What follows belongs to an exercise in optimizing a design on an open flow for small area; a production flow would make more cautious choices.
Where RTL was checked, it was by simulation tests only, not by an equivalence proof against the original.
Power and IR drop assume default switching activity.

Setup of red:
==> flow/design.v <==
module exp_shifter_gen2 (
   input  logic        clk,
   input  logic        sync_reset,
   input  logic        s_axis_tvalid,
   input  logic [31:0] s_axis_tdata,
   input  logic [23:0] s_axis_tuser,
   input  logic        s_axis_tlast,
   output logic        s_axis_tready,
   input  logic [3:0]  avg_shift,
   input  logic        bypass,
   input  logic        sat_clear,
   output logic        sat_flag,
   output logic        eob_tag,
   output logic        m_axis_tvalid,
   output logic [31:0] m_axis_tdata,
   output logic [23:0] m_axis_tuser,
   output logic        m_axis_tlast,
   input  logic        m_axis_tready
);
   localparam int DEPTH  = 48;
   localparam int BEAT_W = 57;
   logic [DEPTH-1:0][BEAT_W-1:0] q_mem;
   logic [5:0]  held_q;         
   logic [1:0]  fly_q;          
   logic [12:0] avg_q;
   logic        first_q;
   logic [3:0]  amt_q;          
   logic [1:0]  sat_q;
   logic        vld_q;          
   logic        full_q, full_h_q;   
   logic        sat_flag_q;
   logic        take, rd, out_vld, blk_start;
   logic [5:0]  held_d;
   logic [2:0]  fly_d;
   logic [1:0]  n_fly_d;
   logic [4:0]  e, afl;
   logic [6:0]  t;
   logic [3:0]  amt_new, amt;
   logic [3:0]  ash;
   logic signed [14:0] diff, delta;
   logic [12:0] avg_new;
   logic [1:0]  lsat;
   logic [31:0] sdata;
   logic [BEAT_W-1:0] head;
   assign s_axis_tready = ~full_q;
   assign take      = s_axis_tvalid & s_axis_tready;
   assign out_vld   = vld_q;
   assign rd        = out_vld & m_axis_tready;
   assign held_d    = held_q + 6'(take) - 6'(rd);
   assign fly_d     = {fly_q, take};      
   assign n_fly_d   = {1'b0, fly_d[0]} + {1'b0, fly_d[1]} + {1'b0, fly_d[2]};
   assign blk_start = (s_axis_tuser[10:0] == 11'd0);
   assign e         = s_axis_tuser[20:16];
   assign afl       = avg_q[12:8];
   always_comb begin
      t = 7'd9 + {2'b0, afl} - {2'b0, e};
      if (t[6])              amt_new = 4'd0;
      else if (t > 7'd14)    amt_new = 4'd14;
      else                   amt_new = t[3:0];
      if (first_q)           amt_new = 4'd9;
      if (bypass)            amt_new = 4'd7;
      amt = blk_start ? amt_new : amt_q;
   end
   always_comb begin
      ash     = (avg_shift > 4'd8) ? 4'd8 : avg_shift;
      diff    = $signed({2'b00, e, 8'h00}) - $signed({2'b00, avg_q});
      delta   = diff >>> ash;
      avg_new = first_q ? {e, 8'h00} : 13'(avg_q + delta);
   end
   for (genvar g = 0; g < 2; g++) begin : g_lane
      logic [15:0]        x;
      logic [2:0]         ls, rs;
      logic signed [22:0] lw;
      logic signed [16:0] rw;
      logic [16:0]        rr;
      assign x  = s_axis_tdata[16*g +: 16];
      assign ls = 3'(4'd7 - amt);
      assign rs = 3'(amt - 4'd8);
      assign lw = $signed({{7{x[15]}}, x}) <<< ls;
      assign rw = $signed({x[15], x}) >>> rs;
      assign rr = rw + 17'd1;
      assign lsat[g] = ~amt[3] & ~((&lw[22:15]) | ~(|lw[22:15]));
      assign sdata[16*g +: 16] = amt[3]  ? rr[16:1] :
                                 lsat[g] ? {x[15], {15{~x[15]}}} : lw[15:0];
   end
   logic [DEPTH-1:0] rsel;
   logic [15:0][BEAT_W-1:0] g3;
   logic [3:0][BEAT_W-1:0]  g12;
   always_comb begin
      for (int i = 0; i < DEPTH; i++) rsel[i] = out_vld & (held_q == 6'(i + 1));
      for (int g = 0; g < 16; g++)
         g3[g] = ({BEAT_W{rsel[3*g]}} & q_mem[3*g]) | ({BEAT_W{rsel[3*g+1]}} & q_mem[3*g+1])
               | ({BEAT_W{rsel[3*g+2]}} & q_mem[3*g+2]);
      for (int g = 0; g < 4; g++) g12[g] = g3[4*g] | g3[4*g+1] | g3[4*g+2] | g3[4*g+3];
      head = g12[0] | g12[1] | g12[2] | g12[3];
   end
   assign m_axis_tvalid = out_vld;
   assign m_axis_tdata  = head[56:25];
   assign m_axis_tuser  = head[24:1];
   assign m_axis_tlast  = head[0];
   assign eob_tag       = head[24];
   assign sat_flag      = sat_flag_q;
   logic hold;
   logic [DEPTH-1:0][BEAT_W-1:0] q_shift;
   assign hold    = ~s_axis_tvalid | full_h_q;
   assign q_shift = {q_mem[DEPTH-2:0], {sdata, s_axis_tuser, s_axis_tlast}};
   always_ff @(posedge clk) begin
      q_mem <= ({(DEPTH*BEAT_W){take}} & q_shift) | ({(DEPTH*BEAT_W){hold}} & q_mem);
   end
   always_ff @(posedge clk or posedge sync_reset) begin
      if (sync_reset) begin
         held_q     <= '0;
         vld_q      <= 1'b0;
         full_q     <= 1'b0;
         full_h_q   <= 1'b0;
         fly_q      <= '0;
         avg_q      <= '0;
         first_q    <= 1'b1;
         amt_q      <= 4'd7;
         sat_q      <= '0;
         sat_flag_q <= 1'b0;
      end else begin
         held_q     <= held_d;
         full_q     <= (held_d == 6'd48);
         full_h_q   <= held_d[5] & held_d[4];
         vld_q      <= (held_d != {4'b0, n_fly_d});
         fly_q      <= fly_d[1:0];
         sat_q      <= {sat_q[0], take & (|lsat)};
         sat_flag_q <= (sat_flag_q & ~sat_clear) | sat_q[1];
         if (take & blk_start) begin
            avg_q   <= avg_new;
            first_q <= 1'b0;
            amt_q   <= amt_new;
         end
      end
   end
endmodule
==> flow/config.mk <==
export PLATFORM = sky130hd
export DESIGN_NAME = exp_shifter_gen2
export DESIGN_NICKNAME = exp_shifter_gen2
export VERILOG_FILES = /design/flow/design.v
export SDC_FILE = /design/flow/constraint.sdc
export NUM_CORES = 4
export LEC_CHECK = 0
export CAP_MARGIN = 20
export CORE_MARGIN = 2
export CORE_UTILIZATION = 72
export SLEW_MARGIN = 20
==> flow/constraint.sdc <==
create_clock -name core_clock -period 7.0 [get_ports {clk}]
set_input_delay 1.4000 -clock core_clock [delete_from_list [all_inputs] [get_ports {clk}]]
set_output_delay 1.4000 -clock core_clock [all_outputs]
set_load 0.01 [all_outputs]
standard.sh (not shown) runs the stock make flow with config.mk's settings and CLKGATE_MAP_FILE= SYNTH_SCRIPT=/design/flow/synth_recipe.tcl, a recipe that flattens the netlist after the stock synthesis.
==> flow/flow/run.sh <==
#!/bin/bash
# Layout flow: the standard flow (standard.sh), with two changes:
#  - synthesis is the standard flow's own script, except that ABC maps the logic with an
#    area-oriented script (flow/area.abc) instead of ORFS's speed script; the
#    flip-flops, their cells and names are untouched (ABC only maps logic);
#  - port buffers use the smallest buffer, and CTS settings come from CTS_ARGS.
set -euo pipefail
W=$(pwd)
F=$W/flow
{
cat <<EOT
proc abc {args} {
  set i [lsearch -exact \$args -script]
  if {\$i >= 0} { set args [lreplace \$args [expr {\$i+1}] [expr {\$i+1}] $F/area.abc] }
  yosys abc {*}\$args
}
EOT
cat "$W/synth_recipe.tcl"
} > "$W/area_synth.tcl"
sed "s|$W/synth_recipe.tcl|$W/area_synth.tcl|g" "$W/standard.sh" > "$W/area_standard.sh"
grep -q "area_synth.tcl" "$W/area_standard.sh"
if [[ -f "$F/env.sh" ]]; then source "$F/env.sh"; fi
bash "$W/area_standard.sh" > "$W/flow.log" 2>&1
==> flow/flow/area.abc <==
&get -n
&st
&synch2
&nf -a -R 1000
&put
==> flow/flow/env.sh <==
export BUFFER_PORTS_ARGS="-buffer_cell sky130_fd_sc_hd__buf_1"
export CTS_ARGS="-sink_clustering_enable -repair_clock_nets -sink_clustering_size 24 -sink_clustering_max_diameter 80 -dont_use_dummy_load"
Every stage of the flow completed for red, and the final layout passed the timing, DRC and antenna checks.
For blue, these inputs were changed with respect to red:
- swapping 72 for 66 in CORE_UTILIZATION
==> comparison <==
Clock buffer count, red and blue, higher one = red.
blue gives less worst setup slack than red did.
Compared with red, blue shows number of cells in the finished layout apart from fillers higher by 152.
Relative to red, worst slack after detailed placement decreased by 0.011 ns in blue.
blue: final non-filler cell area about 0.32% above red
No stage failed in blue, and the final checks on the layout all came back clean.
On floorplan row count: blue sits above red.
blue does worse than red on routed wire length.

Setup of north:
Another version of the RTL of exp_shifter_gen2 (not shown whole).
Size: about 9000 cells after synthesis, ~2800 flip-flops, about 130 I/O pins, ~100000 um2 of cells after synthesis.
make LEC_CHECK=0 CAP_MARGIN=20 CORE_MARGIN=2 CORE_UTILIZATION=60 CTS_CLUSTER_DIAMETER=60 CTS_CLUSTER_SIZE=30 SLEW_MARGIN=20 finish   # period 7.0 ns
run.sh (not shown) runs the stock make flow with config.mk's settings and CLKGATE_MAP_FILE= SYNTH_SCRIPT=/design/flow/synth_recipe.tcl, a recipe that flattens the netlist after the stock synthesis.
Stock flow here: none of the scripts above is used.
Input changes introduced in south (baseline for comparison: north):
- CTS_CLUSTER_DIAMETER: 60 -> unset
- CTS_CLUSTER_SIZE: 30 -> unset
==> flow/flow/run.sh (new file) <==
#!/bin/bash
# Layout flow: the standard flow (standard.sh), with two changes:
#  - synthesis is the standard flow's own script, except that ABC maps the logic with an
#    area-oriented script (flow/area.abc) instead of ORFS's speed script; the
#    flip-flops, their cells and names are untouched (ABC only maps logic);
#  - port buffers use the smallest buffer, and CTS settings come from CTS_ARGS.
set -euo pipefail
W=$(pwd)
F=$W/flow
{
cat <<EOT
proc abc {args} {
  set i [lsearch -exact \$args -script]
  if {\$i >= 0} { set args [lreplace \$args [expr {\$i+1}] [expr {\$i+1}] $F/area.abc] }
  yosys abc {*}\$args
}
EOT
cat "$W/synth_recipe.tcl"
} > "$W/area_synth.tcl"
sed "s|$W/synth_recipe.tcl|$W/area_synth.tcl|g" "$W/standard.sh" > "$W/area_standard.sh"
grep -q "area_synth.tcl" "$W/area_standard.sh"
if [[ -f "$F/env.sh" ]]; then source "$F/env.sh"; fi
bash "$W/area_standard.sh" > "$W/flow.log" 2>&1
==> flow/flow/area.abc (new file) <==
&get -n
&st
&syn2
&dch
&nf -a
&put
==> flow/flow/env.sh (new file) <==
export BUFFER_PORTS_ARGS="-buffer_cell sky130_fd_sc_hd__buf_1"
export CTS_ARGS="-sink_clustering_enable -repair_clock_nets -sink_clustering_size 24 -sink_clustering_max_diameter 80 -dont_use_dummy_load"
==> flow/standard.sh (new file) <==
#!/bin/bash
# synth_recipe.tcl (not shown) runs the flow's synth.tcl, then flattens the netlist and writes it again
# the make line also repeats each setting of config.mk as NAME=value (left out here)
make -C /OpenROAD-flow-scripts/flow DESIGN_CONFIG=/design/flow/config.mk WORK_HOME=/design/flow/orfs CLKGATE_MAP_FILE= SYNTH_SCRIPT=/design/flow/synth_recipe.tcl "${@:-finish}"
removed: flow/run.sh
Notes after the runs:
Sort north and south by data arrival at the endpoint of the critical path asc -> top: south
Lower sum of buffers and inverters on the critical path among north and south: south
Xor-xnor portion of the synthesized cell area essentially unchanged between south and north.
Top achievable clock speed for south is higher than for north.
Between north and south, the difference in power of the sequential group is negligible.
Row worst slew margin relative to its limit: south lower / north higher
[diff] wire length reported by the detailed router, south relative to north: improvement
In the metrics for north and south, the one carrying the higher area growth from synthesis to layout is south.
Inputs modified between south and east:
- CTS_CLUSTER_SIZE: unset -> 24
- CTS_CLUSTER_DIAMETER: unset -> 80
==> flow/run.sh (new file) <==
#!/bin/bash
# synth_recipe.tcl (not shown) runs the flow's synth.tcl, then flattens the netlist and writes it again
# the make line also repeats each setting of config.mk as NAME=value (left out here)
make -C /OpenROAD-flow-scripts/flow DESIGN_CONFIG=/design/flow/config.mk WORK_HOME=/design/flow/orfs CLKGATE_MAP_FILE= SYNTH_SCRIPT=/design/flow/synth_recipe.tcl finish
removed: flow/flow/run.sh
removed: flow/flow/area.abc
removed: flow/flow/env.sh
removed: flow/standard.sh
### Flow results
east completed end to end with timing, DRC and antenna clean.
Summary — length of routed met3 wiring, east relative to south: higher, by about 12%.
Taking south as the reference, in east routed wire length picked up an extra 10%, net switching fraction of the power picked up an extra 0.35 points, design internal power picked up an extra 3.1%, detailed placement HPWL picked up an extra 14%.
Relative to south, the number of clock buffers in the layout measured on east has increased by a little under 10%.
Between east and south, the first-pass detailed-route iteration total is lower for east.
Endpoint arrival time on the critical path (higher): east
In east relative to south, global placement routability congestion had gone up by a few percent.
Setup changes, east to west
- changing SLEW_MARGIN from 20 to 10
- changing CAP_MARGIN from 20 to 10
- setting GPL_TIMING_DRIVEN to 0 for the first time
Findings:
west | ERROR | global routing (5_1_grt). Re number of instances in the synthesized netlist: no difference whatsoever between east and west. east → west: fraction of the yosys area taken by sequential cells neither gained nor lost much; final estimated routing congestion in global placement went up by 47%; placed instance count went up by 8.2%; total placed instance area climbed about 6%; initial core utilization comparable. Diff east..west | share of cell area taken by muxes after synthesis | negligible. Count of port buffers added during placement ends up higher on east. Reported for west and east, synthesized area turned out identical to the last digit. west against east: TritonCTS buffer count saw an increase; post-placement setup slack moved down.

trial 8:
exp_shifter_gen2, a different RTL version from the one above (not shown whole).
Size in the first run: about 5600 cells after synthesis, ~2800 flip-flops, about 130 I/O pins, roughly 100000 µm² of cells after synthesis.
clock: 7.0 ns
lec_check: 0
cap_margin: 20
core_margin: 2
core_utilization: 40
cts_buf_list: sky130_fd_sc_hd__clkbuf_4 sky130_fd_sc_hd__clkbuf_8
slew_margin: 20
Stock flow here: none of the scripts above is used.
Edits applied to the flow inputs when going from trial 8 to build 35:
# trial 8
export LEC_CHECK = 0
export CAP_MARGIN = 20
export CORE_MARGIN = 2
export CORE_UTILIZATION = 40
export CTS_BUF_LIST = sky130_fd_sc_hd__clkbuf_4 sky130_fd_sc_hd__clkbuf_8
export SLEW_MARGIN = 20
create_clock -name core_clock -period 7.0 [get_ports {clk}]
# build 35
export LEC_CHECK = 0
export CAP_MARGIN = 20
export CORE_MARGIN = 2
export CORE_UTILIZATION = 40
export SLEW_MARGIN = 20
create_clock -name core_clock -period 7.0 [get_ports {clk}]
### Flow results
Changes observed in build 35 relative to trial 8: total chip power rose by 2.7%, overall fraction of global-route tracks in use fell by 0.15 points, power density over the cells rose by 2.2%, number of vias after detailed routing fell by 1.8%, insertion delay to the later sink of the worst-skew pair fell by 190 ps.
No run of this note included a check of the RTL's function; only the layout flow was run.

== run 1 ==
Another version of the RTL of exp_shifter_gen2 (not shown whole).
For scale: about 2,800 flip-flops, about 130 I/O pins.
Settings: LEC_CHECK=0, CAP_MARGIN=20, CORE_MARGIN=2, CORE_UTILIZATION=60, SLEW_MARGIN=20; clock period 7.0 ns.
standard.sh (not shown) runs the stock make flow with config.mk's settings and CLKGATE_MAP_FILE= SYNTH_SCRIPT=/design/flow/synth_recipe.tcl, a recipe that flattens the netlist after the stock synthesis.
==> flow/flow/run.sh <==
#!/bin/bash
# Layout flow: the standard flow (standard.sh), with two changes:
#  - synthesis is the standard flow's own script, except that ABC maps the logic with an
#    area-oriented script (flow/area.abc) instead of ORFS's speed script; the
#    flip-flops, their cells and names are untouched (ABC only maps logic);
#  - port buffers use the smallest buffer, and CTS settings come from CTS_ARGS.
set -euo pipefail
W=$(pwd)
F=$W/flow
{
cat <<EOT
proc abc {args} {
  set i [lsearch -exact \$args -script]
  if {\$i >= 0} { set args [lreplace \$args [expr {\$i+1}] [expr {\$i+1}] $F/area.abc] }
  yosys abc {*}\$args
}
EOT
cat "$W/synth_recipe.tcl"
} > "$W/area_synth.tcl"
sed "s|$W/synth_recipe.tcl|$W/area_synth.tcl|g" "$W/standard.sh" > "$W/area_standard.sh"
grep -q "area_synth.tcl" "$W/area_standard.sh"
if [[ -f "$F/env.sh" ]]; then source "$F/env.sh"; fi
bash "$W/area_standard.sh" > "$W/flow.log" 2>&1
==> flow/flow/area.abc <==
&get -n
&st
&synch2
&nf -a
&put
==> flow/flow/env.sh <==
export BUFFER_PORTS_ARGS="-buffer_cell sky130_fd_sc_hd__buf_1"
export CTS_ARGS="-sink_clustering_enable -repair_clock_nets -sink_clustering_size 20 -sink_clustering_max_diameter 50 -sink_clustering_buffer sky130_fd_sc_hd__clkbuf_8 -dont_use_dummy_load"
Run 1 reached the end of the flow, and the finished layout is clean on the timing, DRC and antenna checks.
Input changes introduced in run 2 (baseline for comparison: run 1):
==> flow/flow/env.sh <==
export BUFFER_PORTS_ARGS="-buffer_cell sky130_fd_sc_hd__buf_1"
export CTS_ARGS="-sink_clustering_enable -repair_clock_nets -sink_clustering_size 32 -sink_clustering_max_diameter 60 -dont_use_dummy_load"
Notes after the runs:
- Run 2 vs. run 1: max-cap check violation count did not really move, register-to-register path setup slack went up, clock buffer instance count of the final layout went down.
The inputs of run 3 differ from those of run 2 as listed below.
- a change of CORE_UTILIZATION from 60 to 66
==> flow/flow/env.sh <==
export BUFFER_PORTS_ARGS="-buffer_cell sky130_fd_sc_hd__buf_1"
export CTS_ARGS="-sink_clustering_enable -repair_clock_nets -sink_clustering_size 24 -sink_clustering_max_diameter 80 -dont_use_dummy_load"
[summary]
Run 3: full flow OK, the timing, DRC and antenna checks passed. Wire length in run 3 is about 1.8% below run 2. For run 3, the worst setup path startpoint was held_q[4], unlike run 2, where it was held_q[5]. Comparing data arrival time at the worst-slack endpoint for run 2 and run 3, the bigger number came from run 3. Re reg2reg setup slack: run 2 was higher than run 3. Looking at overall power of the completed layout, run 3 sits 0.36% below run 2. NOTE average via count per standard cell run 2->run 3 increased slightly. Design area is higher on run 2. In terms of via count of the routed design, run 2 and run 3 differ only marginally. Going from run 2 to run 3, floorplan die area decreased about 9%; non-filler instance count after layout -about 1.9%; number of cells produced by synthesis shows no meaningful change.

-- afterwards: timing with drivers on the ports --
The flow's constraints put no driver on any port. The routed layouts listed below were extracted and timed again, unchanged, in two steps.
Step 1 assumes that a clkbuf_16 drives the clock port and a buf_2 every other input.
Step 2 adds t to the input delays and takes it off the output delays; t is the mean of the earliest and latest rising clock arrival at the registers after step 1. Input paths then give back, and output paths get back, about the clock's delay inside the block.
Slacks: no drivers / after step 1 / after step 2; pairs: no drivers / after step 1.
run	t, ns	setup WS [ns]	worst data-port slew with drivers (ns)
red	0.850	0.755 / 0.665 / 0.228	0.08
blue	0.850	0.732 / 0.646 / 0.282	0.07
north	0.955	0.232 / 0.143 / -0.217	0.17
south	0.867	0.724 / 0.636 / -0.069	0.13
east	0.919	0.310 / 0.217 / -0.186	0.19
trial 8	1.203	0.244 / 0.143 / -0.007	0.19
build 35	1.030	0.421 / 0.318 / -0.010	0.18
run 1	0.863	0.608 / 0.522 / 0.415	0.08
run 2	0.841	0.661 / 0.577 / 0.438	0.08
run 3	0.851	0.631 / 0.543 / 0.387	0.10
With both steps, setup timing fails in 5 of these runs, where it was met with ideal ports. For south, which loses most, drivers alone change the setup slack by -0.088 ns; drivers and shift together by -0.793 ns.
